What follows belongs to an exercise in optimizing a design on an open flow for small area, a short achievable clock period and few clock cycles per item; a production flow would make more cautious choices.
At most, simulation tests tie the RTL to the original design; equivalence was not proved.
No functional check of the RTL was part of run 7.

[design/flow/config.mk]
export PLATFORM = sky130hd
export DESIGN_NAME = aes_ctr_top
export DESIGN_NICKNAME = aes_ctr_top
export VERILOG_FILES = /design/flow/design.v
export SDC_FILE = /design/flow/constraint.sdc
export NUM_CORES = 4
export LEC_CHECK = 0
export CAP_MARGIN = 20
export CORE_MARGIN = 2
export CORE_UTILIZATION = 55
export CTS_BUF_LIST = sky130_fd_sc_hd__clkbuf_4 sky130_fd_sc_hd__clkbuf_8
export PLACE_DENSITY = 0.7
export SETUP_SLACK_MARGIN = 1.5
export SLEW_MARGIN = 20
[design/flow/constraint.sdc]
create_clock -name core_clock -period 7.0 [get_ports {clock}]
set_input_delay 1.4000 -clock core_clock [delete_from_list [all_inputs] [get_ports {clock}]]
set_output_delay 1.4000 -clock core_clock [all_outputs]
set_load 0.01 [all_outputs]
[design/flow/design.v]
`default_nettype none
package aes_pkg;
    typedef logic [7:0] byte_t;
    typedef logic [32-1:0] word_t;
    typedef logic [128-1:0] block_t;
    typedef logic [256-1:0] key_t;
    typedef logic [64-1:0] half_t;
    typedef logic [3:0] round_t;
    function automatic byte_t xtime(input byte_t value);
        xtime = {value[6:0], 1'b0} ^ (value[7] ? 8'h1b : 8'h00);
    endfunction
endpackage
`default_nettype wire
`timescale 1ns/1ps
`default_nettype none
module aes_ctr_control (
    input  logic            clock,
    input  logic            reset,
    input  logic            start,
    input  logic            init,
    input  logic            key_valid,
    output logic            ready,
    output logic            valid,
    output logic            busy,
    output logic            counter_load,
    output logic            counter_step,
    output logic            block_load,
    output logic            final_round,
    output logic            odd_step,
    output aes_pkg::byte_t  rcon
);
    localparam logic [3:0] last_round = 4'(14);
    logic            run;
    logic            done;
    logic            last;
    logic            odd;
    aes_pkg::round_t round_count;
    logic            accept;
    assign accept = ready && start && key_valid;
    always_ff @(posedge clock or posedge reset) begin
        if (reset) begin
            run         <= 1'b0;
            done        <= 1'b0;
            last        <= 1'b0;
            odd         <= 1'b0;
            round_count <= '0;
        end else begin
            run         <= accept || (run && !last);
            done        <= run && last;
            last        <= run && (round_count == last_round - 4'd1);
            round_count <= ready ? 4'd1 : round_count + 4'd1;
            odd         <= ready ? 1'b0 : !odd;
        end
    end
    assign ready = !(run || done);
    assign valid = done;
    assign busy  = run;
    assign block_load   = ready;
    assign counter_load = ready && init;
    assign counter_step = accept;
    assign final_round  = last;
    assign odd_step = odd;
    always_comb begin
        rcon = '0;
        rcon[round_count[3:1]] = 1'b1;
    end
endmodule
`default_nettype wire
`timescale 1ns/1ps
`default_nettype none
module aes_key_schedule (
    input  logic            clock,
    input  logic            key_load,
    input  logic            odd_step,
    input  aes_pkg::byte_t  rcon,
    input  aes_pkg::key_t   aes_key,
    output aes_pkg::block_t round_key
);
    localparam int word_bits = 32;
    localparam int key_msb = 256 - 1;
    aes_pkg::key_t  window;
    aes_pkg::word_t last_word;
    aes_pkg::word_t sub_in;
    aes_pkg::word_t sub_word;
    aes_pkg::word_t rcon_word;
    aes_pkg::word_t base [4];
    aes_pkg::word_t prefix [4];
    aes_pkg::word_t new_words [4];
    assign round_key = window[128-1:0];
    assign last_word = window[word_bits-1:0];
    assign sub_in = odd_step ? last_word
                  : {last_word[word_bits-9:0], last_word[word_bits-1 -: 8]};
    for (genvar b = 0; b < 4; b++) begin : g_sub
        aes_sbox sbox0 (.a(sub_in[8 * b +: 8]), .y(sub_word[8 * b +: 8]));
    end
    assign rcon_word = {(odd_step ? 8'h00 : rcon), {(word_bits - 8){1'b0}}};
    always_comb begin
        prefix[0] = window[key_msb -: word_bits] ^ rcon_word;
        for (int j = 1; j < 4; j++) begin
            prefix[j] = prefix[j - 1] ^ window[key_msb - j * word_bits -: word_bits];
        end
        for (int j = 0; j < 4; j++) begin
            base[j] = key_load ? aes_key[128 - 1 - j * word_bits -: word_bits]
                               : prefix[j];
            new_words[j] = base[j] ^ (sub_word & {word_bits{!key_load}});
        end
    end
    always_ff @(posedge clock) begin
        window[128-1:0] <= {new_words[0], new_words[1], new_words[2], new_words[3]};
        window[key_msb -: 128] <= key_load ? aes_key[key_msb -: 128]
                                                       : window[128-1:0];
    end
endmodule
`default_nettype wire
`timescale 1ns/1ps
`default_nettype none
module aes_round_datapath (
    input  logic            clock,
    input  logic            block_load,
    input  logic            final_round,
    input  aes_pkg::block_t block_in,
    input  aes_pkg::block_t round_key,
    input  aes_pkg::block_t data_in,
    input  aes_pkg::block_t first_key,
    output aes_pkg::block_t data_out
);
    localparam int msb = 128 - 1;
    aes_pkg::block_t cipher_state;
    aes_pkg::block_t shifted;
    aes_pkg::block_t add_key;
    aes_pkg::block_t round_out;
    for (genvar c = 0; c < 4; c++) begin : g_col
        for (genvar r = 0; r < 4; r++) begin : g_row
            aes_sbox sbox0 (
                .a(cipher_state[msb - 8 * (4 * ((c + r) % 4) + r) -: 8]),
                .y(shifted[msb - 8 * (4 * c + r) -: 8])
            );
        end
    end
    assign add_key = block_load ? (block_in ^ first_key)
                   : (round_key ^ (data_in & {128{final_round}}));
    always_comb begin
        aes_pkg::byte_t col [4];
        aes_pkg::byte_t sum;
        aes_pkg::byte_t mix;
        for (int c = 0; c < 4; c++) begin
            for (int r = 0; r < 4; r++) begin
                col[r] = shifted[msb - 8 * (4 * c + r) -: 8];
            end
            sum = col[0] ^ col[1] ^ col[2] ^ col[3];
            for (int r = 0; r < 4; r++) begin
                mix = sum ^ aes_pkg::xtime(col[r] ^ col[(r + 1) % 4]);
                round_out[msb - 8 * (4 * c + r) -: 8] =
                    (col[r] & {8{!block_load}}) ^ add_key[msb - 8 * (4 * c + r) -: 8]
                    ^ (mix & {8{!(final_round || block_load)}});
            end
        end
    end
    always_ff @(posedge clock) begin
        cipher_state <= round_out;
    end
    assign data_out = cipher_state;
endmodule
module aes_sbox (
    input  aes_pkg::byte_t a,
    output aes_pkg::byte_t y
);
    logic u0, u1, u2, u3, u4, u5, u6, u7;
    logic s0, s1, s2, s3, s4, s5, s6, s7;
    logic t1, t2, t3, t4, t5, t6, t7, t8, t9, t10, t11, t12, t13, t14, t15, t16, t17, t18, t19,
          t20, t21, t22, t23, t24, t25, t26, t27, m1, m2, m3, m4, m5, m6, m7, m8, m9, m10, m11,
          m12, m13, m14, m15, m16, m17, m18, m19, m20, m21, m22, m23, m24, m25, m26, m27, m28,
          m29, m30, m31, m32, m33, m34, m35, m36, m37, m38, m39, m40, m41, m42, m43, m44, m45,
          m46, m47, m48, m49, m50, m51, m52, m53, m54, m55, m56, m57, m58, m59, m60, m61, m62,
          m63, l0, l1, l2, l3, l4, l5, l6, l7, l8, l9, l10, l11, l12, l13, l14, l15, l16, l17,
          l18, l19, l20, l21, l22, l23, l24, l25, l26, l27, l28, l29;
    assign {u0, u1, u2, u3, u4, u5, u6, u7} = a;
    assign t1 = u0 ^ u3;
    assign t2 = u0 ^ u5;
    assign t3 = u0 ^ u6;
    assign t4 = u3 ^ u5;
    assign t5 = u4 ^ u6;
    assign t6 = t1 ^ t5;
    assign t7 = u1 ^ u2;
    assign t8 = u7 ^ t6;
    assign t9 = u7 ^ t7;
    assign t10 = t6 ^ t7;
    assign t11 = u1 ^ u5;
    assign t12 = u2 ^ u5;
    assign t13 = t3 ^ t4;
    assign t14 = t6 ^ t11;
    assign t15 = t5 ^ t11;
    assign t16 = t5 ^ t12;
    assign t17 = t9 ^ t16;
    assign t18 = u3 ^ u7;
    assign t19 = t7 ^ t18;
    assign t20 = t1 ^ t19;
    assign t21 = u6 ^ u7;
    assign t22 = t7 ^ t21;
    assign t23 = t2 ^ t22;
    assign t24 = t2 ^ t10;
    assign t25 = t20 ^ t17;
    assign t26 = t3 ^ t16;
    assign t27 = t1 ^ t12;
    assign m1 = t13 & t6;
    assign m2 = t23 & t8;
    assign m3 = t14 ^ m1;
    assign m4 = t19 & u7;
    assign m5 = m4 ^ m1;
    assign m6 = t3 & t16;
    assign m7 = t22 & t9;
    assign m8 = t26 ^ m6;
    assign m9 = t20 & t17;
    assign m10 = m9 ^ m6;
    assign m11 = t1 & t15;
    assign m12 = t4 & t27;
    assign m13 = m12 ^ m11;
    assign m14 = t2 & t10;
    assign m15 = m14 ^ m11;
    assign m16 = m3 ^ m2;
    assign m17 = m5 ^ t24;
    assign m18 = m8 ^ m7;
    assign m19 = m10 ^ m15;
    assign m20 = m16 ^ m13;
    assign m21 = m17 ^ m15;
    assign m22 = m18 ^ m13;
    assign m23 = m19 ^ t25;
    assign m24 = m22 ^ m23;
    assign m25 = m22 & m20;
    assign m26 = m21 ^ m25;
    assign m27 = m20 ^ m21;
    assign m28 = m23 ^ m25;
    assign m29 = m28 & m27;
    assign m30 = m26 & m24;
    assign m31 = m20 & m23;
    assign m32 = m27 & m31;
    assign m33 = m27 ^ m25;
    assign m34 = m21 & m22;
    assign m35 = m24 & m34;
    assign m36 = m24 ^ m25;
    assign m37 = m21 ^ m29;
    assign m38 = m32 ^ m33;
    assign m39 = m23 ^ m30;
    assign m40 = m35 ^ m36;
    assign m41 = m38 ^ m40;
    assign m42 = m37 ^ m39;
    assign m43 = m37 ^ m38;
    assign m44 = m39 ^ m40;
    assign m45 = m42 ^ m41;
    assign m46 = m44 & t6;
    assign m47 = m40 & t8;
    assign m48 = m39 & u7;
    assign m49 = m43 & t16;
    assign m50 = m38 & t9;
    assign m51 = m37 & t17;
    assign m52 = m42 & t15;
    assign m53 = m45 & t27;
    assign m54 = m41 & t10;
    assign m55 = m44 & t13;
    assign m56 = m40 & t23;
    assign m57 = m39 & t19;
    assign m58 = m43 & t3;
    assign m59 = m38 & t22;
    assign m60 = m37 & t20;
    assign m61 = m42 & t1;
    assign m62 = m45 & t4;
    assign m63 = m41 & t2;
    assign l0 = m61 ^ m62;
    assign l1 = m50 ^ m56;
    assign l2 = m46 ^ m48;
    assign l3 = m47 ^ m55;
    assign l4 = m54 ^ m58;
    assign l5 = m49 ^ m61;
    assign l6 = m62 ^ l5;
    assign l7 = m46 ^ l3;
    assign l8 = m51 ^ m59;
    assign l9 = m52 ^ m53;
    assign l10 = m53 ^ l4;
    assign l11 = m60 ^ l2;
    assign l12 = m48 ^ m51;
    assign l13 = m50 ^ l0;
    assign l14 = m52 ^ m61;
    assign l15 = m55 ^ l1;
    assign l16 = m56 ^ l0;
    assign l17 = m57 ^ l1;
    assign l18 = m58 ^ l8;
    assign l19 = m63 ^ l4;
    assign l20 = l0 ^ l1;
    assign l21 = l1 ^ l7;
    assign l22 = l3 ^ l12;
    assign l23 = l18 ^ l2;
    assign l24 = l15 ^ l9;
    assign l25 = l6 ^ l10;
    assign l26 = l7 ^ l9;
    assign l27 = l8 ^ l10;
    assign l28 = l11 ^ l14;
    assign l29 = l11 ^ l17;
    assign s0 = l6 ^ l24;
    assign s1 = ~(l16 ^ l26);
    assign s2 = ~(l19 ^ l28);
    assign s3 = l6 ^ l21;
    assign s4 = l20 ^ l22;
    assign s5 = l25 ^ l29;
    assign s6 = ~(l13 ^ l27);
    assign s7 = ~(l6 ^ l23);
    assign y = {s0, s1, s2, s3, s4, s5, s6, s7};
endmodule
`default_nettype wire
`timescale 1ns/1ps
`default_nettype none
module ctr_counter (
    input  logic            clock,
    input  logic            reset,
    input  logic            counter_load,
    input  logic            counter_step,
    input  aes_pkg::half_t  nonce,
    input  aes_pkg::half_t  counter_init,
    output aes_pkg::block_t counter_block,
    output aes_pkg::block_t block_in
);
    localparam int chunk_bits = 16;
    localparam int chunks = 128 / chunk_bits;
    aes_pkg::block_t    count;
    logic [chunks-1:0]  carry;
    assign block_in = counter_load ? {nonce, counter_init} : count;
    assign counter_block = count;
    always_ff @(posedge clock or posedge reset) begin
        if (reset) begin
            count <= '0;
            carry <= '0;
        end else begin
            for (int k = 0; k < chunks; k++) begin
                count[k * chunk_bits +: chunk_bits] <=
                    block_in[k * chunk_bits +: chunk_bits] + chunk_bits'(carry[k]);
            end
            carry[0] <= counter_step;
            for (int k = 1; k < chunks; k++) begin
                carry[k] <= carry[k - 1] && (&count[(k - 1) * chunk_bits +: chunk_bits]);
            end
        end
    end
endmodule
`default_nettype wire
`timescale 1ns/1ps
`default_nettype none
module aes_ctr_top (
    input  logic            clock,
    input  logic            reset,
    input  logic            start,
    input  logic            init,
    input  logic            key_valid,
    input  aes_pkg::key_t   aes_key,
    input  aes_pkg::half_t  nonce,
    input  aes_pkg::half_t  counter_init,
    input  aes_pkg::block_t data_in,
    output logic            ready,
    output logic            valid,
    output logic            busy,
    output aes_pkg::block_t data_out
);
    logic            counter_load;
    logic            counter_step;
    logic            block_load;
    logic            final_round;
    logic            odd_step;
    aes_pkg::byte_t  rcon;
    aes_pkg::block_t counter_block;
    aes_pkg::block_t block_in;
    aes_pkg::block_t round_key;
    aes_pkg::block_t first_key;
    assign first_key = aes_key[256-1 -: 128];
    aes_ctr_control control0 (
        .clock        (clock),
        .reset        (reset),
        .start        (start),
        .init         (init),
        .key_valid    (key_valid),
        .ready        (ready),
        .valid        (valid),
        .busy         (busy),
        .counter_load (counter_load),
        .counter_step (counter_step),
        .block_load   (block_load),
        .final_round  (final_round),
        .odd_step     (odd_step),
        .rcon         (rcon)
    );
    ctr_counter counter0 (
        .clock         (clock),
        .reset         (reset),
        .counter_load  (counter_load),
        .counter_step  (counter_step),
        .nonce         (nonce),
        .counter_init  (counter_init),
        .counter_block (counter_block),
        .block_in      (block_in)
    );
    aes_key_schedule key_schedule0 (
        .clock     (clock),
        .key_load  (block_load),
        .odd_step  (odd_step),
        .rcon      (rcon),
        .aes_key   (aes_key),
        .round_key (round_key)
    );
    aes_round_datapath datapath0 (
        .clock        (clock),
        .block_load   (block_load),
        .final_round  (final_round),
        .block_in     (block_in),
        .round_key    (round_key),
        .data_in      (data_in),
        .first_key    (first_key),
        .data_out     (data_out)
    );
endmodule
`default_nettype wire
[design/flow/flow/run.sh]
#!/bin/bash
# Own flow: the standard layout (standard.sh) with two changes:
#  - synthesis is the standard one except for the ABC script that maps the combinational
#    logic (flow/abc_nf.script, a &nf mapping, instead of ORFS's abc_speed/abc_area).
#    Registers are mapped before ABC runs, so they come out as in the standard synthesis;
#  - every input and output port still gets its own buffer, but a sky130_fd_sc_hd__buf_1
#    rather than the delay buffer buffer_ports picks by default.
# Each tool's log stays in orfs/logs/ under this folder; make's own output goes to flow_make.log.
set -euo pipefail
W=$PWD
sed 's#log_cmd abc {\*}$abc_args#log_cmd abc -script '"$W"'/flow/abc_nf.script {*}[lrange $abc_args 2 end]#' \
    "$FLOW_HOME/scripts/synth.tcl" > "$W/flow_synth.tcl"
grep -q "flow/abc_nf.script" "$W/flow_synth.tcl"
sed 's#$::env(SCRIPTS_DIR)/synth.tcl#'"$W"'/flow_synth.tcl#' "$W/synth_recipe.tcl" > "$W/flow_synth_recipe.tcl"
grep -q "flow_synth.tcl" "$W/flow_synth_recipe.tcl"
bash "$W/standard.sh" SYNTH_SCRIPT="$W/flow_synth_recipe.tcl" \
    "BUFFER_PORTS_ARGS=-buffer_cell sky130_fd_sc_hd__buf_1" finish > "$W/flow_make.log" 2>&1
[design/flow/flow/abc_nf.script]
strash
&get -n
&st
&dch
&nf
&put
topo
stime -c
[design/flow/standard.sh]
#!/bin/bash
# synth_recipe.tcl (not shown) runs the flow's synth.tcl, then flattens the netlist and writes it again
# the make line also repeats each setting of config.mk as NAME=value (left out here)
make -C /OpenROAD-flow-scripts/flow DESIGN_CONFIG=/design/flow/config.mk WORK_HOME=/design/flow/orfs CLKGATE_MAP_FILE= SYNTH_SCRIPT=/design/flow/synth_recipe.tcl "${@:-finish}"
==> run notes, run 1 <==
share of cells above drive strength 1=20.3%; critical path arrival=6260 ps; Final Hold Fails=0; clk_skew=30.6 ps; worst hold slack=452 ps; vias in the first global route=43200; GRT Residual Overflow=0; synth unique cells=53; Slew HR=21.7%; worst skew pair latency=790 ps; R2R Path End=datapath0.cipher_state[34]; yosys warns=8; run status=no timing/DRC/antenna violations; most frequent cells in the layout=xnor2_1 (1248), nor2_1 (711), nand2_1 (670); DR vias=47200; worst hold path cell count=2; #FFs+latches synth=528; Final Slew Violations=0; DRT antenna net count=0; CP max-delay cell=xnor3_2; Synth async-reset ratio=27.3%; initial antenna violation count=20; maxcap violations=0; GRT Util Overall=41.6%; root buf cell=clkbuf_8; fmax=177 MHz; DP HPWL=159 mm; Largest stage delay, worst path=610 ps; dpl cells=7792; CTS Sinks=528; post-synth net total=6425; Row Count=109; Reg clk slew, reported paths=60 ps; WP data required=7630 ps; Worst Path Max Fanout=6; full die area=91500 sq um; H-tree lvl count=3; Slew @ Worst Pin=1170 ps; placed cell areas=54600 sq um; RSZ-0062 raised after global routing=yes; GP Congestion=1.08; CP dominant cell by count=xnor2_2; nets=7518; Core ar.=88400 sq um; CP Cell Sequence=xor2_2, xor2_2, nor2b_1, xnor2_1, xnor3_2, nand2b_1, xor2_2, xnor2_2, xnor2_2, nor2_4, xnor2_4, xnor3_2, xnor2_2, xor2_1, buf_4, xnor2_2, nor2_1, xnor2_2; clock buffer depth=3; launch point of the worst hold path=key_schedule0.window[85]; CTS Hold Buffers Added=0; most common cell after layout, fill and taps aside=xnor2_1; synth top area cells=xnor2_1 (29%), dfxtp_1 (16%), xor2_1 (12%); largest net degree at the start of global routing=179; Most used DFF post-synth=dfxtp_1; CP Launch Point=datapath0.cipher_state[23]; initial DRC count=5203; port bufs=647; first-pass GRT wire length=279 mm; Tmin final=5640 ps; fin area=64300 sq um; TritonRoute pass-1 iters=6; final setup fails=0; r2r worst-path depth=18; Core Util, Final=72.7%; die width=302 um; worst r2r src=datapath0.cipher_state[23]; Post-synth EDFFs=0; Worst Setup Start Kind=flop; CP Capture Type=flop; DRT Wirelength=204 mm; Starting Density=55.4%; Hold EP=key_schedule0.window[213]; R2R Setup Slk=1360 ps; fin cells=8199; CTS tree=done; Syn-to-layout area delta=31.2%; Vias/cell=5.76; HP Class=reg2reg; synthesized instance count=5846; cts bufs inserted=97; cell accounting for the most synthesized area=xnor2_1; post-synthesis sequential area ratio=23.0%; share of the synthesized area in the top cell type=28.7%; # IOs=648; wire length per cell=24.9 um; Mapped Area=49000 sq um; DRC errors left=0; Tcrit/Tclk final=80.5%; die extent in y=302 um; WS Path Type=reg2reg; Post-Syn Area per Cell=8.38 sq um
[worst max path at each step]
stage | to | slack (ps) | depth (start not counted)
after floorplan | counter0.count[46] | -8920 | 12
after global placement | datapath0.cipher_state[79] | 180 | 19
after detailed placement | datapath0.cipher_state[79] | 310 | 19
after CTS | datapath0.cipher_state[79] | 1420 | 18
after global routing | datapath0.cipher_state[2] | 1150 | 19
final | datapath0.cipher_state[34] | 1360 | 18
[per-layer routing]
| metal | GRT usage [%] | vias up | routed length, um |
|---|---|---|---|
| li1 | - | 21500 | - |
| met1 | 55.5 | 22600 | 79800 |
| met3 | 7.55 | 522 | 20500 |
| met2 | 64.5 | 2520 | 90300 |
| met5 | 0 | - | 92 |
| met4 | 21.5 | 14 | 13200 |
[critical path: cells and delay by family, from the launching register on]
family | cells | cell delay, ps
buffers and inverters | 1 | 160
DFF | 1 | 450
and+or+nand+nor | 4 | 720
xor gates and xnor gates | 13 | 4150
[logic make-up (layout without fill, tap and decap cells)]
group                    Yosys count  count (layout)  share of synthesized area (%)
AND/OR/NAND/NOR                 1749            1749                           14.9
XOR/XNOR                        2410            2410                           46.3
buffers and inverters             50            1226                          0.383
flip-flops                       528             528                           23.0
AO/OA/AOI/OAI                    861             861                           10.0
multiplexers                     186             186                           3.84
adder cells (fa/ha/maj)           62              62                           1.58
other                              0              12                              0
[cell usage after synthesis (all sizes together), types with 23 or more instances]
| master | instances |
|---|---|
| xnor2 | 1603 |
| nor2 | 752 |
| xor2 | 695 |
| nand2 | 689 |
| dfxtp | 384 |
| a21oi | 310 |
| o21ai | 263 |
| mux2i | 172 |
| dfrtp | 144 |
| xnor3 | 97 |
| o22ai | 82 |
| nand2b | 68 |
| nor2b | 68 |
| ha | 62 |
| a22oi | 56 |
| a31oi | 51 |
| clkinv | 50 |
| nor3 | 36 |
| nand3 | 35 |
| a211oi | 34 |
| and2 | 23 |
[through the flow]
step | setup TNS (ps) | setup WS (ps)
floorplan | -3045670 | -8920
global placement | 0 | 181
detailed placement | 0 | 311
CTS | 0 | 1420
global route | 0 | 1150
finish | 0 | 1360
[sequential cells by signal, indices dropped and copies added, names as in the netlist]
register                cells
control0.odd                1
counter0.carry              8
key_schedule0.window      256
control0.round_count        4
control0.done               1
datapath0.cipher_state    128
control0.run                1
control0.last               1
counter0.count            128
[area by class of cell]
class,instances,area (sq um)
Clock inverter,24,310
Multi-Input combinational cell,5268,43800
Antenna cell,12,30.0
Inverter,50,200
Sequential cell,528,11400
Timing Repair Buffer,994,5130
Clock buffer,158,1940
Fill cell,6804,24100
Tap cell,1165,1460
[timing repair]
action / 4_1_cts / 5_1_grt
setup endpoints to repair: 256 / 252
pin swaps: 34 / 188
gates cloned: 0 / 0
hold endpoints to repair: 0 / 0
buffers inserted: 27 / 186
gates resized for setup: 363 / 595
Testbench counts, summed over its fixed seeds: cycles 6,136, items 384.
==> inputs of run 2 (changes only) <==
--- a/design/flow/flow/run.sh
+++ b/design/flow/flow/run.sh
@@ -2,5 +2,5 @@
 # Own flow: the standard layout (standard.sh) with two changes:
 #  - synthesis is the standard one except for the ABC script that maps the combinational
-#    logic (flow/abc_nf.script, a &nf mapping, instead of ORFS's abc_speed/abc_area).
+#    logic (flow/abc_nf.script: a &nf mapping, then ABC's buffering and gate sizing, instead of ORFS's abc_speed/abc_area).
 #    Registers are mapped before ABC runs, so they come out as in the standard synthesis;
 #  - every input and output port still gets its own buffer, but a sky130_fd_sc_hd__buf_1
==> design/flow/flow/abc_nf.script (replaced) <==
strash
&get -n
&st
&dch
&nf
&put
topo
buffer -c
upsize -c
dnsize -c
stime -c
--- a/design/flow/config.mk
+++ b/design/flow/config.mk
@@ -8,7 +8,7 @@
 export CAP_MARGIN = 20
 export CORE_MARGIN = 2
-export CORE_UTILIZATION = 55
+export CORE_UTILIZATION = 45
 export CTS_BUF_LIST = sky130_fd_sc_hd__clkbuf_4 sky130_fd_sc_hd__clkbuf_8
-export PLACE_DENSITY = 0.7
-export SETUP_SLACK_MARGIN = 1.5
+export PLACE_DENSITY = 0.6
+export SETUP_SLACK_MARGIN = 2.5
 export SLEW_MARGIN = 20
==> run notes, run 2 <==
die width=343 um; GR Layer Usage met2=61.9%; HP Class=reg2reg; vias in the first global route=50200; largest net degree at the start of global routing=145; GP Congestion=1.03; Largest stage delay, worst path=460 ps; worst hold slack=455 ps; adder-cell share of the synthesized area=1.50%; DRT Wirelength=261 mm; synth unique cells=91; clock buffer depth=3; root buf cell=clkbuf_8; wire length per cell=27.7 um; CP dominant cell by count=xnor2_2; nets=8389; fmax=188 MHz; post-synthesis sequential area ratio=21.8%; synth cell count leaders=xnor2_1 (1462), nor2_1 (725), nand2_1 (689), xor2_1 (652), dfxtp_1 (384); post-synth net total=6600; run status=no timing/DRC/antenna violations; Syn-to-layout area delta=61.2%; Most used DFF post-synth=dfxtp_1; synthesized instance count=6021; DP HPWL=185 mm; initial DRC count=5347; Post-Synth Simple-Gate Area=14.4%; dpl cells=8059; Post-synth EDFFs=0; cell accounting for the most synthesized area=xnor2_1; mux cell area share after synthesis=3.66%; largest family of logic cells by synthesized area=XOR/XNOR gates; yosys warns=8; Worst Path Max Fanout=5; top-count cell post-synth=xnor2_1; fin cells=9417; GRT Residual Overflow=0; setup TNS=0 ps; port bufs=647; Slew @ Worst Pin=1250 ps; max FFs per register=256; compound-cell area share of the yosys netlist=9.99%; top flop regs=key_schedule0.window (256), counter0.count (128), datapath0.cipher_state (128); CTS Sinks=528; share of the synthesized area in the top cell type=24.7%; Row Count=124; Vias/cell=5.63; Mapped Area=51800 sq um; clk_skew=55.8 ps; Tmin final=5310 ps; CP Capture Type=flop; Final Slew Violations=0; Core Util, Final=73.1%; share of cells above drive strength 1=42.0%; die extent in y=343 um; synth top area cells=xnor2_1 (25%), dfxtp_1 (15%), xor2_1 (11%); WS Path Type=reg2reg; GR Util met1=50.2%; RSZ-0062 raised after global routing=yes; full die area=118000 sq um; DR vias=53000; CP Launch Point=datapath0.cipher_state[17]; CP max-delay cell=xnor3_2; R2R Setup Slk=1690 ps; CP Cell Sequence=xnor2_4, buf_12, xor2_4, xnor2_2, ha_4, xor2_4, xnor2_2, xnor2_2, buf_4, a21oi_4, xor2_4, buf_12, a211oi_4, xnor2_2, xor2_2, xnor3_1, xnor3_2, xnor2_4, xnor2_4, xnor2_1, nand2_1, xnor2_1; CTS tree=done; initial antenna violation count=40; maxcap violations=0; critical path arrival=5990 ps; Tcrit/Tclk final=75.9%; worst r2r src=datapath0.cipher_state[17]; GRT busiest layer=met2; worst skew pair latency=810 ps; # IOs=648; H-tree lvl count=3; WP data required=7680 ps; XOR/XNOR share of the synthesized area=46.9%; most frequent cells in the layout=buf_4 (952), xnor2_1 (782), buf_1 (647); DRT antenna net count=0; DRC errors left=0; last element of the critical path=datapath0.cipher_state[62]; Largest Register=key_schedule0.window; cts bufs inserted=100; Starting Density=45.4%; first-pass GRT wire length=340 mm; Worst Setup Start Kind=flop; r2r worst-path depth=22; filler cell count=7820; Reg clk slew, reported paths=70 ps; CTS Hold Buffers Added=0; M3 GR Usage=10.1%; most common cell after layout, fill and taps aside=buf_4; #FFs+latches synth=528; TritonRoute pass-1 iters=6; GRT Util Overall=40.1%; R2R Path End=datapath0.cipher_state[62]; final setup fails=0; Core ar.=114000 sq um; Slew HR=15.5%; Synth async-reset ratio=27.3%; Final Hold Fails=0; Post-Syn Area per Cell=8.60 sq um
run 2: cell count changes after synthesis, moves of 27 or more:
cell / change
clkbuf_1: +126
clkinv_1: -50
o21ai_0: -73
xnor2_2: +122
inv_1: +47
o21ai_1: +68
xor2_1: -43
xor2_2: +39
nor2_1: -27
xnor2_1: -141
run 2: area by class of cell:
| type | count | area [sq um] | share of cell area (%) |
|---|---|---|---|
| Antenna cell | 12 | 30.0 | 0.0360 |
| Clock buffer | 156 | 1920 | 2.29 |
| Sequential cell | 528 | 11700 | 14.0 |
| Inverter | 50 | 218 | 0.261 |
| Timing Repair Buffer | 1858 | 13200 | 15.8 |
| Tap cell | 1512 | 1890 | 2.27 |
| Multi-Input combinational cell | 5272 | 54100 | 64.8 |
| Clock inverter | 29 | 504 | 0.604 |
run 2: kinds of logic (layout without fill, tap and decap cells):
group	count (synthesis)	after routing
AO/OA/AOI/OAI	861	861
XOR/XNOR	2410	2413
adder cells (fa/ha/maj)	62	62
buffers and inverters	225	2093
flip-flops	528	528
multiplexers	186	186
other	0	12
AND/OR/NAND/NOR	1749	1750
run 2: layer usage:
| layer | vias to the layer above | wire length, um |
|---|---|---|
| met5 | - | 271 |
| met2 | 3060 | 116000 |
| met3 | 869 | 27500 |
| met4 | 42 | 22000 |
| met1 | 25900 | 95800 |
| li1 | 23200 | - |
run 2: repair_timing:
action | CTS | global route
resized for setup | 1304 | 749
cloned | 5 | 0
pin swaps | 716 | 653
endpoints found under the setup margin | 271 | 263
setup buffers | 778 | 378
run 2: worst min path at each step:
| stage | startpoint | endpoint | slack (ps) | depth (start not counted) |
|---|---|---|---|---|
| 6_report | key_schedule0.window[63] | key_schedule0.window[191] | 460 | 2 |
| 5_1_grt | key_schedule0.window[47] | key_schedule0.window[175] | 470 | 2 |
| 4_1_cts | key_schedule0.window[63] | key_schedule0.window[191] | 450 | 2 |
| 3_5_place_dp | key_schedule0.window[63] | key_schedule0.window[191] | 450 | 2 |
| 3_3_place_gp | key_schedule0.window[85] | key_schedule0.window[213] | 440 | 2 |
| 2_1_floorplan | key_schedule0.window[71] | key_schedule0.window[199] | 430 | 2 |
run 2: per-stage QoR:
step / worst slack [ps] / instance area, sq um
after floorplan: 2230 / 54500
after global placement: 1030 / 58400
after detailed placement: 1090 / 58400
after CTS: 1940 / 75600
after global routing: 1570 / 83500
final: 1690 / 83500
run 2: worst max-delay path, delay by kind of cell (launching register included):
kind                     cells  cell delay, ps
AO/OA/AOI/OAI                2             310
XOR/XNOR                    15            3660
adder cells (fa/ha/maj)      1             270
buffers and inverters        3             470
flip-flops                   1             380
AND/OR/NAND/NOR              1             100
==> inputs of run 3 (changes only) <==
--- a/design/flow/config.mk
+++ b/design/flow/config.mk
@@ -11,4 +11,4 @@
 export CTS_BUF_LIST = sky130_fd_sc_hd__clkbuf_4 sky130_fd_sc_hd__clkbuf_8
 export PLACE_DENSITY = 0.6
-export SETUP_SLACK_MARGIN = 2.5
+export SETUP_SLACK_MARGIN = 1.5
 export SLEW_MARGIN = 20
==> run notes, run 3 <==
run status=no timing/DRC/antenna violations; DRT Wirelength=219 mm; setup TNS=0 ps; CP Capture Type=flop; top flop regs=key_schedule0.window (256), counter0.count (128), datapath0.cipher_state (128); H-tree lvl count=3; setup ws final=1550 ps; #FFs+latches synth=528; Synth async-reset ratio=27.3%; largest family of logic cells by synthesized area=XOR/XNOR gates; Tcrit/Tclk final=77.9%; most frequent cells in the layout=xnor2_1 (1249), nor2_1 (707), nand2_1 (688); port bufs=647; WS Path Type=reg2reg; post-synthesis sequential area ratio=21.8%; DP HPWL=181 mm; CP Cell Sequence=xor2_1, xor2_1, nor2_4, xor2_2, xnor3_1, o21ai_1, xnor2_2, xor2_2, xor2_2, or2_4, xnor3_1, xor3_2, xor2_4, xnor2_2, xnor2_1, nor2_1, xnor2_2; Post-Syn Area per Cell=8.60 sq um; die extent in y=343 um; Tmin final=5450 ps; most common cell after layout, fill and taps aside=xnor2_1; compound-cell area share of the yosys netlist=9.99%; worst skew pair latency=810 ps; Largest Register=key_schedule0.window; nets=7435; cell accounting for the most synthesized area=xnor2_1; GP Congestion=1.01; Syn-to-layout area delta=23.4%; CTS tree=done; Worst Path Max Fanout=6; top-count cell post-synth=xnor2_1; Starting Density=45.4%; synth top area cells=xnor2_1 (25%), dfxtp_1 (15%), xor2_1 (11%); clk_skew=64.5 ps; share of the synthesized area in the top cell type=24.7%; root buf cell=clkbuf_8; Reg clk slew, reported paths=60 ps; synthesized instance count=6021; critical path arrival=6080 ps; max FFs per register=256; share of cells above drive strength 1=18.3%; yosys warns=8; fin area=63900 sq um; final setup fails=0; Largest stage delay, worst path=530 ps; largest net degree at the start of global routing=95; DRC errors left=0; vias in the first global route=43400; TritonRoute pass-1 iters=8; cts bufs inserted=97; mux cell area share after synthesis=3.66%; Slew @ Worst Pin=1310 ps; HP Class=reg2reg; WP data required=7630 ps; # IOs=648; initial antenna violation count=32; WP buf/inv=0; initial DRC count=4433; XOR/XNOR share of the synthesized area=46.9%; Final Hold Fails=0; placed cell areas=56200 sq um; dpl cells=8097; maxcap violations=0; synth cell count leaders=xnor2_1 (1462), nor2_1 (725), nand2_1 (689), xor2_1 (652), dfxtp_1 (384); fmax=183 MHz; GRT Residual Overflow=0; full die area=118000 sq um; CP max-delay cell=xor3_2; filler cell count=10700; fin cells=8472; CTS Sinks=528; post-place setup slack=752 ps; Worst Setup Start Kind=flop; DRT antenna net count=0; Row Count=124; post-synth net total=6600; wire length per cell=25.9 um; Post-synth EDFFs=0; die width=343 um; first-pass GRT wire length=303 mm; CP top delay family=XOR/XNOR gates; GRT Util Overall=35.7%; Slew HR=11.9%; Vias/cell=5.46; adder-cell share of the synthesized area=1.50%; Mapped Area=51800 sq um; Core ar.=114000 sq um; clock buffer depth=3; Final Slew Violations=0; RSZ-0062 raised after global routing=yes; DR vias=46300; synth unique cells=91; Post-Synth Simple-Gate Area=14.4%; Most used DFF post-synth=dfxtp_1
run 3: cells by family (layout without fill, tap and decap cells):
family / after synthesis / in the layout
other: 0 / 19
adder cells (fa/ha/maj): 62 / 62
AND/OR/NAND/NOR: 1749 / 1749
XOR/XNOR: 2410 / 2410
multiplexers: 186 / 186
buffers and inverters: 225 / 1145
flip-flops: 528 / 528
AO/OA/AOI/OAI: 861 / 861
run 3: timing repair:
action | in CTS | in global routing
resized for setup | 222 | 428
gates cloned | 0 | 0
pin swaps | 19 | 134
setup endpoints to repair | 253 | 250
hold buffers | 0 | 0
buffers inserted | 22 | 150
run 3: cell type report:
class | instances | area [sq um] | share of cell area (%)
antenna | 19 | 47.5 | 0.0744
clock buffer | 146 | 1850 | 2.90
clock inverter | 38 | 404 | 0.632
inverter | 50 | 200 | 0.313
multi-input combinational | 5268 | 43600 | 68.1
sequential | 528 | 11400 | 17.9
tap | 1512 | 1890 | 2.96
timing repair buffer | 911 | 4550 | 7.12
run 3: metrics by stage:
step / utilization, % / hold slack (ps)
floorplan: - / 433
global placement: 49.2 / 439
detailed placement: 49.2 / 445
CTS: 52.6 / 449
global route: 56.0 / 471
finish: 56.0 / 438
run 3: worst paths after layout:
kind,endpoint,depth (start not counted),from,slack [ps]
max in group asynchronous,counter0.count[72],3,reset,5100
hold reg to reg,key_schedule0.window[207],2,key_schedule0.window[79],440
min in group asynchronous,counter0.count[124],2,reset,580
setup / recovery,datapath0.cipher_state[113],17,datapath0.cipher_state[82],1550
hold / removal,key_schedule0.window[207],2,key_schedule0.window[79],440
setup reg to reg,datapath0.cipher_state[113],17,datapath0.cipher_state[82],1550
run 3: per-layer routing:
layer	vias up	wire (um)	global-route usage, %
met1	22400	93800	49.7
met2	2100	96600	55.0
met3	392	18500	5.39
met4	16	10400	15.0
met5	-	101	0
li1	21400	-	-
run 3: worst min-delay path, cell delays in order, from the launching register on:
cell and delay, ps:
dfxtp_1 320, nand2_1 50, nand2_1 40
==> inputs of run 4 (changes only) <==
--- a/design/flow/config.mk
+++ b/design/flow/config.mk
@@ -11,4 +11,4 @@
 export CTS_BUF_LIST = sky130_fd_sc_hd__clkbuf_4 sky130_fd_sc_hd__clkbuf_8
 export PLACE_DENSITY = 0.6
-export SETUP_SLACK_MARGIN = 1.5
+export SETUP_SLACK_MARGIN = 1.0
 export SLEW_MARGIN = 20
==> run notes, run 4 <==
fmax=174 MHz; Largest Register=key_schedule0.window; die width=343 um; run status=no timing/DRC/antenna violations; initial antenna violation count=38; Tmin final=5750 ps; port bufs=647; dpl cells=8085; Vias/cell=5.45; share of the synthesized area in the top cell type=24.7%; post-synth net total=6600; root buf cell=clkbuf_8; Final Slew Violations=0; WS Path Type=reg2reg; yosys warns=8; DR top layer=met5; clock buffer depth=3; #FFs+latches synth=528; HP Class=reg2reg; top-count cell post-synth=xnor2_1; synth top area cells=xnor2_1 (25%), dfxtp_1 (15%), xor2_1 (11%); CTS Hold Buffers Added=0; post-place setup slack=570 ps; top flop regs=key_schedule0.window (256), counter0.count (128), datapath0.cipher_state (128); cell accounting for the most synthesized area=xnor2_1; GRT Util Overall=35.1%; Synth async-reset ratio=27.3%; Most used DFF post-synth=dfxtp_1; most common cell after layout, fill and taps aside=xnor2_1; Met1 Wirelength=88.8 mm; Reg clk slew, reported paths=70 ps; share of cells above drive strength 1=10.8%; max FFs per register=256; Syn-to-layout area delta=15.0%; CP Capture Type=flop; RSZ-0062 raised after global routing=yes; Post-Syn Area per Cell=8.60 sq um; die extent in y=343 um; DRT Wirelength=214 mm; setup ws final=1250 ps; Row Count=124; Worst Setup Start Kind=flop; largest net degree at the start of global routing=169; synth unique cells=91; synth cell count leaders=xnor2_1 (1462), nor2_1 (725), nand2_1 (689), xor2_1 (652), dfxtp_1 (384); synthesized instance count=6021; Post-synth EDFFs=0; filler cell count=11100; DP HPWL=179 mm; routed wl met2=93.9 mm; TritonRoute pass-1 iters=6; worst skew pair latency=810 ps; WP data required=7680 ps; CTS Sinks=528; GRT Residual Overflow=0; initial DRC count=4648; nets=7260; critical path arrival=6430 ps; clk_skew=40.6 ps; most frequent cells in the layout=xnor2_1 (1383), nor2_1 (723), nand2_1 (689); Core ar.=114000 sq um; DR vias=45200; first-pass GRT wire length=298 mm; Mapped Area=51800 sq um; maxcap violations=0; post-synthesis sequential area ratio=21.8%; full die area=118000 sq um; final setup fails=0; Starting Density=45.4%; Slew @ Worst Pin=1320 ps; setup TNS=0 ps; Final Hold Fails=0; DRT antenna net count=0; Tcrit/Tclk final=82.2%; met3 routed WL=19.9 mm; wire length per cell=25.7 um; # IOs=648; GP Congestion=1.01; area of the multi-input gates=40600 sq um; vias in the first global route=43100; Worst Path Max Fanout=7; CTS tree=done; fin cells=8296; Sequential Area=11300 sq um; DRC errors left=0; H-tree lvl count=3; cts bufs inserted=97; Slew HR=11.3%
## run 4: cell counts after synthesis
Identical to the previous run, type by type.
## run 4: logic make-up (layout without fill, tap and decap cells)
| logic type | Yosys count | count (layout) | share of synthesized area, % |
|---|---|---|---|
| fa+ha+maj | 62 | 62 | 1.50 |
| simple gates | 1749 | 1749 | 14.4 |
| xor+xnor | 2410 | 2410 | 46.9 |
| buf+inv | 225 | 969 | 1.75 |
| flops | 528 | 528 | 21.8 |
| other cells | 0 | 19 | 0 |
| compound gates | 861 | 861 | 9.99 |
| mux | 186 | 186 | 3.66 |
## run 4: final timing paths
path	from	end	slack (ps)	cells past startpoint
min in group asynchronous	reset	counter0.count[123]	780	2
max in group asynchronous	reset	counter0.count[23]	4740	3
hold / removal	key_schedule0.window[98]	key_schedule0.window[226]	430	2
setup reg to reg	datapath0.cipher_state[95]	datapath0.cipher_state[65]	1250	18
setup / recovery	datapath0.cipher_state[95]	datapath0.cipher_state[65]	1250	18
hold reg to reg	key_schedule0.window[98]	key_schedule0.window[226]	430	2
## run 4: per-stage QoR
step | util (%) | cell area, sq um | hold slack [ps]
after floorplan | - | 51800 | 433
after global placement | 49.1 | 56100 | 439
after detailed placement | 49.1 | 56100 | 443
after CTS | 51.3 | 58500 | 424
after global routing | 52.2 | 59600 | 431
final | 52.2 | 59600 | 427
## run 4: area by class of cell
type,instances,area share [%]
clock inverter,28,0.643
sequential,528,19.0
clock buffer,155,3.27
antenna,19,0.0798
inverter,50,0.336
tap,1512,3.18
timing repair buffer,736,5.29
multi-input combinational,5268,68.2
## run 4: repair_timing
item,in CTS,in global routing
setup endpoints to repair,66,222
gates cloned,0,0
resized for setup,22,145
setup buffers,0,9
pin swaps,0,4
## run 4: layer usage
layer	track usage [%]	vias to the layer above
li1	-	21100
met1	47.1	21600
met2	54.1	2123
met3	7.18	393
met4	16.7	20
met5	0	-
## run 4: worst max-delay path, stage by stage (launching register included)
cell and delay (ps):
dfxtp_1 550, xnor2_4 190, xnor2_2 340, xnor2_1 140, ha_1 250, xnor2_2 240, xnor3_1 570, nor2_1 290
a22oi_2 190, o2bb2ai_1 190, nor2_1 220, xor2_1 270, xor2_1 280, xnor3_1 670, xor2_1 290, xnor2_2 390
o21ai_1 120, a21oi_1 220, xnor2_1 210
==> inputs of run 5 (changes only) <==
--- a/design/flow/config.mk
+++ b/design/flow/config.mk
@@ -11,4 +11,4 @@
 export CTS_BUF_LIST = sky130_fd_sc_hd__clkbuf_4 sky130_fd_sc_hd__clkbuf_8
 export PLACE_DENSITY = 0.6
-export SETUP_SLACK_MARGIN = 1.0
+export SETUP_SLACK_MARGIN = 2.0
 export SLEW_MARGIN = 20
==> run notes, run 5 <==
Synth async-reset ratio=27.3%; full die area=118000 sq um; Tmin final=5410 ps; max FFs per register=256; root buf cell=clkbuf_8; post-place setup slack=735 ps; worst hold path cell count=2; DP HPWL=181 mm; wire length per cell=27.2 um; Mapped Area=51800 sq um; Largest Register=key_schedule0.window; largest net degree at the start of global routing=145; CTS Sinks=528; GR Layer Usage met2=57.4%; worst skew pair latency=850 ps; DR vias=51700; CTS Hold Buffers Added=0; CP Capture Type=flop; Largest stage delay, worst path=520 ps; WP buf/inv=4; Final Slew Violations=0; clock buffer depth=3; M3 GR Usage=7.64%; Worst Path Max Fanout=5; CP top delay family=XOR/XNOR gates; GRT Residual Overflow=0; cell accounting for the most synthesized area=xnor2_1; Most used DFF post-synth=dfxtp_1; final setup fails=0; Final Hold Fails=0; CP Cell Sequence=xnor2_4, xnor2_2, xnor2_2, ha_1, xnor2_2, xnor3_2, buf_4, o21ai_1, a21oi_2, buf_4, xnor2_4, buf_4, nor2_2, xnor3_2, xnor2_4, buf_12, xnor2_4, xor2_4, xor2_1, nand2_1, xnor2_2; cts bufs inserted=99; launch point of the worst hold path=key_schedule0.window[79]; Row Count=124; clk_skew=99.9 ps; H-tree lvl count=3; Syn-to-layout area delta=49.8%; R2R Setup Slk=1590 ps; Starting Density=45.4%; most frequent cells in the layout=xnor2_1 (896), buf_4 (774), nand2_1 (664); r2r worst-path depth=21; DRC errors left=0; synth cell count leaders=xnor2_1 (1462), nor2_1 (725), nand2_1 (689), xor2_1 (652), dfxtp_1 (384); HP Class=reg2reg; WP data required=7650 ps; nets=8104; setup TNS=0 ps; post-synthesis sequential area ratio=21.8%; share of the synthesized area in the top cell type=24.7%; critical path arrival=6060 ps; fmax=185 MHz; initial antenna violation count=29; Slew HR=11.0%; #FFs+latches synth=528; GRT busiest layer=met2; Post-Syn Area per Cell=8.60 sq um; die width=343 um; # IOs=648; RSZ-0062 raised after global routing=yes; port bufs=647; GRT Util Overall=37.4%; share of cells above drive strength 1=36.6%; setup ws final=1590 ps; synthesized instance count=6021; R2R Path End=datapath0.cipher_state[31]; TritonRoute pass-1 iters=8; Slew @ Worst Pin=1330 ps; Tcrit/Tclk final=77.3%; CP max-delay cell=xnor3_2; post-synth net total=6600; worst r2r src=datapath0.cipher_state[113]; Hold EP=key_schedule0.window[207]; vias in the first global route=46400; first-pass GRT wire length=318 mm; GP Congestion=1.01; top flop regs=key_schedule0.window (256), counter0.count (128), datapath0.cipher_state (128); Core ar.=114000 sq um; DRT antenna net count=0; synth unique cells=91; yosys warns=8; maxcap violations=0; WS Path Type=reg2reg; initial DRC count=5663; Worst Setup Start Kind=flop; Post-synth EDFFs=0; run status=no timing/DRC/antenna violations; CTS tree=done; Vias/cell=5.66; synth top area cells=xnor2_1 (25%), dfxtp_1 (15%), xor2_1 (11%); die extent in y=343 um; top-count cell post-synth=xnor2_1; GR Util met1=49.2%; Reg clk slew, reported paths=70 ps; most common cell after layout, fill and taps aside=xnor2_1; DRT Wirelength=249 mm
-- run 5: changes by cell type in the layout (fill, tap and decap cells not counted), moves of 64 or more --
cell	change
buf_4	+690
xnor2_1	-487
xnor2_2	+316
xor2_1	-227
xnor2_4	+172
xor2_2	+137
buf_6	+102
dfxtp_1	-99
xor2_4	+90
a21oi_1	-76
nor2_1	-68
xnor3_1	-64
-- run 5: cell type report --
cell class,count,area (sq um)
multi-input cells,5270,51200
fillers,8510,36600
flip-flops and latches,528,11600
repair buffers,1576,10400
clock buffers,163,2030
well taps,1512,1890
clock inverters,20,220
inverters,50,208
diodes,17,42.5
-- run 5: how the worst max path moves through the flow --
stage,startpoint,to,slack [ps],depth (start not counted)
6_report,datapath0.cipher_state[113],datapath0.cipher_state[31],1590,21
5_1_grt,datapath0.cipher_state[71],datapath0.cipher_state[35],1450,21
4_1_cts,datapath0.cipher_state[19],datapath0.cipher_state[62],1900,23
3_5_place_dp,datapath0.cipher_state[117],datapath0.cipher_state[5],740,19
3_3_place_gp,control0.odd,key_schedule0.window[49],650,19
2_1_floorplan,init,counter0.count[46],1930,15
-- run 5: worst min-delay path: cells and delay by family (launching register included) --
| family | cells | cell delay [ps] |
|---|---|---|
| AND/OR/NAND/NOR | 2 | 90 |
| flip-flops | 1 | 320 |
-- run 5: what timing repair did --
action | 4_1_cts | 5_1_grt
resized for setup | 841 | 1124
buffers inserted | 327 | 526
cloned | 2 | 3
endpoints found under the setup margin | 265 | 264
pin swaps | 298 | 724
-- run 5: kinds of logic (layout without fill, tap and decap cells) --
logic type	after synthesis	in the layout	synth area share, %
AO/OA/AOI/OAI	861	861	9.99
flip-flops	528	528	21.8
multiplexers	186	186	3.66
adder cells (fa/ha/maj)	62	62	1.50
buffers and inverters	225	1809	1.75
other	0	17	0
AND/OR/NAND/NOR	1749	1750	14.4
XOR/XNOR	2410	2411	46.9
-- run 5: layer usage --
metal,share of wire [%],wire (um)
met1,38,94900
met2,44,110000
met3,10,25300
met4,7.4,18400
met5,0.055,137
-- run 5: metrics by stage --
stage	instance area, sq um	std cells	util (%)	hold slack [ps]
floorplan	51900	6021	-	433
global placement	56100	8077	49.1	440
detailed placement	56100	8077	49.1	446
CTS	66200	8589	58.0	445
global route	77600	9133	67.9	459
finish	77600	9136	67.9	434
==> inputs of run 6 (changes only) <==
--- a/design/flow/config.mk
+++ b/design/flow/config.mk
@@ -11,4 +11,4 @@
 export CTS_BUF_LIST = sky130_fd_sc_hd__clkbuf_4 sky130_fd_sc_hd__clkbuf_8
 export PLACE_DENSITY = 0.6
-export SETUP_SLACK_MARGIN = 2.0
+export SETUP_SLACK_MARGIN = 1.25
 export SLEW_MARGIN = 20
==> run notes, run 6 <==
CTS Sinks=528; Starting Density=45.4%; synth unique cells=91; #FFs+latches synth=528; die extent in y=343 um; most frequent cells in the layout=xnor2_1 (1311), nor2_1 (718), nand2_1 (689); Sequential Area=11300 sq um; DRC errors left=0; Post-Syn Area per Cell=8.60 sq um; DRT Wirelength=216 mm; Worst Path Max Fanout=6; port bufs=647; CTS Hold Buffers Added=0; post-synth net total=6600; die width=343 um; Row Count=124; XOR/XNOR share of the synthesized area=46.9%; setup ws final=1420 ps; Slew HR=9.37%; GP Congestion=1.02; Tcrit/Tclk final=79.8%; area of the multi-input gates=41600 sq um; H-tree lvl count=3; GRT Util Overall=35.2%; CP Launch Point=datapath0.cipher_state[109]; CTS tree=done; launch point of the worst hold path=key_schedule0.window[71]; fmax=179 MHz; DP HPWL=181 mm; TritonRoute pass-1 iters=6; top flop regs=key_schedule0.window (256), counter0.count (128), datapath0.cipher_state (128); top-count cell post-synth=xnor2_1; Syn-to-layout area delta=17.5%; Final Hold Fails=0; Post-synth EDFFs=0; CP max-delay cell=xnor3_2; R2R Setup Slk=1420 ps; DRT antenna net count=0; wire length per cell=25.9 um; HP Class=reg2reg; Reg clk slew, reported paths=70 ps; synthesized instance count=6021; GRT Residual Overflow=0; Mapped Area=51800 sq um; Synth async-reset ratio=27.3%; Most used DFF post-synth=dfxtp_1; share of cells above drive strength 1=13.4%; Worst Setup Start Kind=flop; synth cell count leaders=xnor2_1 (1462), nor2_1 (725), nand2_1 (689), xor2_1 (652), dfxtp_1 (384); WP buf/inv=2; worst skew pair latency=810 ps; yosys warns=8; final setup fails=0; initial antenna violation count=21; run status=no timing/DRC/antenna violations; largest net degree at the start of global routing=164; root buf cell=clkbuf_8; mux cell area share after synthesis=3.66%; adder-cell share of the synthesized area=1.50%; worst r2r src=datapath0.cipher_state[109]; compound-cell area share of the yosys netlist=9.99%; most common cell after layout, fill and taps aside=xnor2_1; setup TNS=0 ps; post-synthesis sequential area ratio=21.8%; Post-Synth Simple-Gate Area=14.4%; full die area=118000 sq um; Largest Register=key_schedule0.window; clk_skew=75.1 ps; DR vias=45600; Largest stage delay, worst path=600 ps; maxcap violations=0; cts bufs inserted=97; WP data required=7750 ps; Final Slew Violations=0; initial DRC count=4438; Core ar.=114000 sq um; # IOs=648; Slew @ Worst Pin=1350 ps; CP Capture Type=flop; critical path arrival=6330 ps; max FFs per register=256; Tmin final=5580 ps; Vias/cell=5.48; filler cell count=11000; CP top delay family=XOR/XNOR gates; cell accounting for the most synthesized area=xnor2_1; first-pass GRT wire length=298 mm; vias in the first global route=42600; nets=7307; clock buffer depth=3; share of the synthesized area in the top cell type=24.7%; largest family of logic cells by synthesized area=XOR/XNOR gates; CP dominant cell by count=xnor2_1; WS Path Type=reg2reg; synth top area cells=xnor2_1 (25%), dfxtp_1 (15%), xor2_1 (11%); RSZ-0062 raised after global routing=yes; CP Cell Sequence=xnor3_2, xnor2_1, ha_1, xnor2_1, xnor2_2, xnor2_1, nand2_1, a2bb2oi_2, xnor2_1, nor2_1, xor2_2, buf_4, xnor2_2, xnor3_2, xnor2_2, xor2_4, a21oi_1, o21ai_1, xnor2_1, buf_4; post-place setup slack=832 ps
==> run 6: per-layer routing <==
metal	track usage [%]	wire (um)
met5	0	64
met4	16.3	11000
met3	6.17	18900
met2	53.6	93400
met1	48.4	92300
==> run 6: cells by family (layout without fill, tap and decap cells) <==
kind of cell | after synthesis | in the layout
adder cells (fa/ha/maj) | 62 | 62
other | 0 | 9
AO/OA/AOI/OAI | 861 | 861
flip-flops | 528 | 528
multiplexers | 186 | 186
XOR/XNOR | 2410 | 2411
AND/OR/NAND/NOR | 1749 | 1749
buffers and inverters | 225 | 1010
==> run 6: cell type report <==
| class | count | share of cell area, % |
|---|---|---|
| well taps | 1512 | 3.11 |
| inverters | 50 | 0.329 |
| repair buffers | 782 | 5.81 |
| diodes | 9 | 0.0370 |
| clock buffers | 148 | 3.04 |
| multi-input cells | 5269 | 68.4 |
| flip-flops and latches | 528 | 18.6 |
| clock inverters | 30 | 0.682 |
==> run 6: path summary, 6_finish.rpt <==
| check | end | depth (start not counted) |
|---|---|---|
| setup / recovery | datapath0.cipher_state[42] | 20 |
| hold / removal | key_schedule0.window[199] | 2 |
| setup reg to reg | datapath0.cipher_state[42] | 20 |
| hold reg to reg | key_schedule0.window[199] | 2 |
| max in group asynchronous | counter0.count[70] | 3 |
| min in group asynchronous | counter0.count[119] | 2 |
==> run 6: worst register-to-register path, delay by kind of cell, from the launching register on <==
kind | cells | cell delay (ps)
compound gates | 3 | 430
xor+xnor | 12 | 3650
simple gates | 2 | 310
buf+inv | 2 | 390
flops | 1 | 440
fa+ha+maj | 1 | 280
==> run 6: repair_timing <==
| item | CTS | global route |
|---|---|---|
| gates resized for setup | 70 | 253 |
| setup buffers | 5 | 49 |
| cloned | 0 | 1 |
| endpoints found under the setup margin | 194 | 238 |
| endpoints found under the hold margin | 0 | 0 |
| pin swaps | 4 | 38 |
==> run 6: per-stage QoR <==
stage	hold WS (ps)	instances	area (sq um)	utilization, %
6_report	444	8328	60900	53.3
3_5_place_dp	446	8086	56100	49.1
4_1_cts	444	8269	58800	51.5
5_1_grt	472	8327	60900	53.3
2_1_floorplan	433	6021	51800	-
3_3_place_gp	440	8086	56100	49.1
==> inputs of run 7 (changes only) <==
--- a/design/flow/design.v
+++ b/design/flow/design.v
@@ -81,5 +81,5 @@
     aes_pkg::key_t  window;
     aes_pkg::word_t last_word;
-    aes_pkg::word_t sub_in;
+    aes_pkg::word_t sub_raw;
     aes_pkg::word_t sub_word;
     aes_pkg::word_t rcon_word;
@@ -89,9 +89,9 @@
     assign round_key = window[128-1:0];
     assign last_word = window[word_bits-1:0];
-    assign sub_in = odd_step ? last_word
-                  : {last_word[word_bits-9:0], last_word[word_bits-1 -: 8]};
     for (genvar b = 0; b < 4; b++) begin : g_sub
-        aes_sbox sbox0 (.a(sub_in[8 * b +: 8]), .y(sub_word[8 * b +: 8]));
+        aes_sbox sbox0 (.a(last_word[8 * b +: 8]), .y(sub_raw[8 * b +: 8]));
     end
+    assign sub_word = odd_step ? sub_raw
+                    : {sub_raw[word_bits-9:0], sub_raw[word_bits-1 -: 8]};
     assign rcon_word = {(odd_step ? 8'h00 : rcon), {(word_bits - 8){1'b0}}};
     always_comb begin
--- a/design/flow/config.mk
+++ b/design/flow/config.mk
@@ -11,4 +11,4 @@
 export CTS_BUF_LIST = sky130_fd_sc_hd__clkbuf_4 sky130_fd_sc_hd__clkbuf_8
 export PLACE_DENSITY = 0.6
-export SETUP_SLACK_MARGIN = 1.25
+export SETUP_SLACK_MARGIN = 1.0
 export SLEW_MARGIN = 20
==> run notes, run 7 <==
area of the multi-input gates=39800 sq um; GP Congestion=1.02; post-synthesis sequential area ratio=22.2%; WS Path Type=reg2reg; yosys warns=8; cell accounting for the most synthesized area=xnor2_1; RSZ-0062 raised after global routing=yes; first-pass GRT wire length=300 mm; # IOs=648; nets=7224; die extent in y=340 um; Post-Syn Area per Cell=8.49 sq um; Tcrit/Tclk final=84.0%; synth cell count leaders=xnor2_1 (1499), nor2_1 (728), nand2_1 (694), xor2_1 (670), dfxtp_1 (384); TritonRoute pass-1 iters=6; Largest Register=key_schedule0.window; Most used DFF post-synth=dfxtp_1; Largest stage delay, worst path=590 ps; Starting Density=45.3%; Synth async-reset ratio=27.3%; clock buffer depth=3; Core ar.=112000 sq um; Sequential Area=11300 sq um; max FFs per register=256; CP Cell Sequence=xnor3_2, xnor2_1, ha_1, xor2_1, xnor2_1, xnor2_2, buf_4, a211oi_2, a21oi_1, xnor2_1, nor2_1, xnor2_2, xnor2_2, xnor3_1, xor2_2, xnor2_1, o21ai_0, a21oi_1, xnor2_1; synth top area cells=xnor2_1 (26%), dfxtp_1 (15%), xor2_1 (12%); DRT antenna net count=0; root buf cell=clkbuf_8; DP HPWL=179 mm; Slew HR=15.1%; maxcap violations=0; critical path arrival=6540 ps; port bufs=647; CP dominant cell by count=xnor2_1; H-tree lvl count=3; final setup fails=0; Slew @ Worst Pin=1260 ps; Final Slew Violations=0; Mapped Area=50800 sq um; Syn-to-layout area delta=15.6%; largest net degree at the start of global routing=182; CTS Hold Buffers Added=0; Core Util, Final=52.3%; Tmin final=5880 ps; setup TNS=0 ps; synthesized instance count=5987; CTS Sinks=528; Post-synth EDFFs=0; share of cells above drive strength 1=10.4%; synth unique cells=86; GRT Residual Overflow=0; most common cell after layout, fill and taps aside=xnor2_1; GRT Util Overall=35.7%; fmax=170 MHz; top-count cell post-synth=xnor2_1; wire length per cell=26.0 um; cts bufs inserted=102; Row Count=123; most frequent cells in the layout=xnor2_1 (1403), nor2_1 (725), nand2_1 (694); clk_skew=53.9 ps; CP top delay family=XOR/XNOR gates; Worst Path Max Fanout=6; filler cell count=10900; WP data required=7660 ps; CP Capture Type=flop; Final Hold Fails=0; Reg clk slew, reported paths=60 ps; CTS tree=done; vias in the first global route=42900; top flop regs=key_schedule0.window (256), counter0.count (128), datapath0.cipher_state (128); worst skew pair latency=810 ps; Vias/cell=5.43; post-synth net total=6566; die width=340 um; #FFs+latches synth=528; share of the synthesized area in the top cell type=25.8%; initial antenna violation count=21; full die area=116000 sq um; initial DRC count=4126; run status=no timing/DRC/antenna violations; DRT Wirelength=214 mm; WP buf/inv=1; CP max-delay cell=xnor3_2; Worst Setup Start Kind=flop; DRC errors left=0; DR vias=44700; HP Class=reg2reg
-- run 7: cell count changes after synthesis, moves of 10 or more --
cell      before   now
xnor2_4       19     7
clkbuf_1     126   150
nor2_2        17     7
a21oi_1      292   272
o22ai_1       82   119
o21ai_0      190   215
o21ai_1       68    35
xnor2_2      122   100
a21oi_2       18     1
xor2_1       652   670
mux2i_1      167   137
xnor2_1     1462  1499
-- run 7: stage by stage --
step / cell area [sq um] / cells / setup slack [ps] / hold WS [ps]
floorplan: 50800 / 5987 / 1040 / 434
detailed placement: 55100 / 8024 / 577 / 443
CTS: 57500 / 8208 / 935 / 449
finish: 58700 / 8232 / 1120 / 449
global route: 58700 / 8230 / 945 / 474
global placement: 55100 / 8024 / 445 / 442
-- run 7: per-layer routing --
| layer | part of all wire, % | global-route usage, % |
|---|---|---|
| met5 | 0.075 | 0 |
| met3 | 7.5 | 6.08 |
| met1 | 43 | 48.3 |
| met2 | 44 | 55.9 |
| met4 | 4.8 | 15.5 |
-- run 7: repair_timing --
| action | 4_1_cts | 5_1_grt |
|---|---|---|
| gates resized for setup | 24 | 168 |
| hold endpoints to repair | 0 | 0 |
| setup buffers | 0 | 16 |
| setup endpoints to repair | 34 | 137 |
| pin swaps | 1 | 19 |
-- run 7: final cells by class --
type,count,area share [%]
clock inverter,27,0.445
clock buffer,157,3.27
antenna,7,0.0298
multi-input combinational,5213,67.8
tap,1500,3.20
inverter,45,0.309
sequential,528,19.3
timing repair buffer,755,5.62
-- run 7: cell families (layout without fill, tap and decap cells) --
group / after synthesis / count (layout) / synth area share, %
buf+inv: 246 / 984 / 1.87
fa+ha+maj: 62 / 62 / 1.53
mux: 154 / 154 / 3.08
xor+xnor: 2423 / 2423 / 47.2
compound gates: 838 / 838 / 9.81
simple gates: 1736 / 1736 / 14.3
other cells: 0 / 7 / 0
flops: 528 / 528 / 22.2
-- run 7: worst paths after layout --
path	to	startpoint	depth (start not counted)	slack [ps]
worst max-delay path	datapath0.cipher_state[11]	datapath0.cipher_state[37]	19	1120
worst min-delay path	key_schedule0.window[248]	key_schedule0.window[120]	2	450
worst max register to register	datapath0.cipher_state[11]	datapath0.cipher_state[37]	19	1120
worst min register to register	key_schedule0.window[248]	key_schedule0.window[120]	2	450
max in group asynchronous	counter0.count[88]	reset	3	5040
min in group asynchronous	counter0.count[17]	reset	2	630
-- run 7: worst register-to-register path, stage by stage (launching register included) --
cell      delay, ps
dfxtp_1         520
xnor3_2         600
xnor2_1         290
ha_1            290
xor2_1          180
xnor2_1         330
xnor2_2         190
buf_4           190
a211oi_2        280
a21oi_1         140
xnor2_1         290
nor2_1          110
xnor2_2         420
xnor2_2         240
xnor3_1         560
xor2_2          240
xnor2_1         220
o21ai_0         110
a21oi_1         320
xnor2_1         250

==> separate check: timing with driven ports <==
No port has a modelled driver above. Below, the same layouts with a new extraction and two added sets of constraints. Step 1 assumes that a clkbuf_16 drives the clock port and a buf_2 every other input. Step 2 moves the port delays by t, midway between the first and last clock arrival at a register: inputs arrive t later, outputs are due t later. That takes back most of the time a late clock gives input paths. Three values: ideal ports, drivers, drivers and shift; two values: the first two.
run | shift t [ns] | setup slack, ns | worst register clock-pin slew, ns
run 1 | 0.834 | 1.364 / 1.364 / 1.364 | 0.07 / 0.07
run 2 | 0.849 | 1.689 / 1.689 / 1.591 | 0.08 / 0.08
run 3 | 0.847 | 1.546 / 1.546 / 1.546 | 0.08 / 0.08
run 4 | 0.859 | 1.248 / 1.248 / 1.248 | 0.08 / 0.08
run 5 | 0.876 | 1.591 / 1.591 / 1.591 | 0.08 / 0.08
run 6 | 0.851 | 1.416 / 1.416 / 1.416 | 0.07 / 0.07
run 7 | 0.863 | 1.119 / 1.119 / 1.119 | 0.07 / 0.07
After both steps setup and hold are still met in every run listed. For run 2, which loses most, drivers alone change the setup slack by 0.000 ns; drivers and shift together by -0.098 ns.
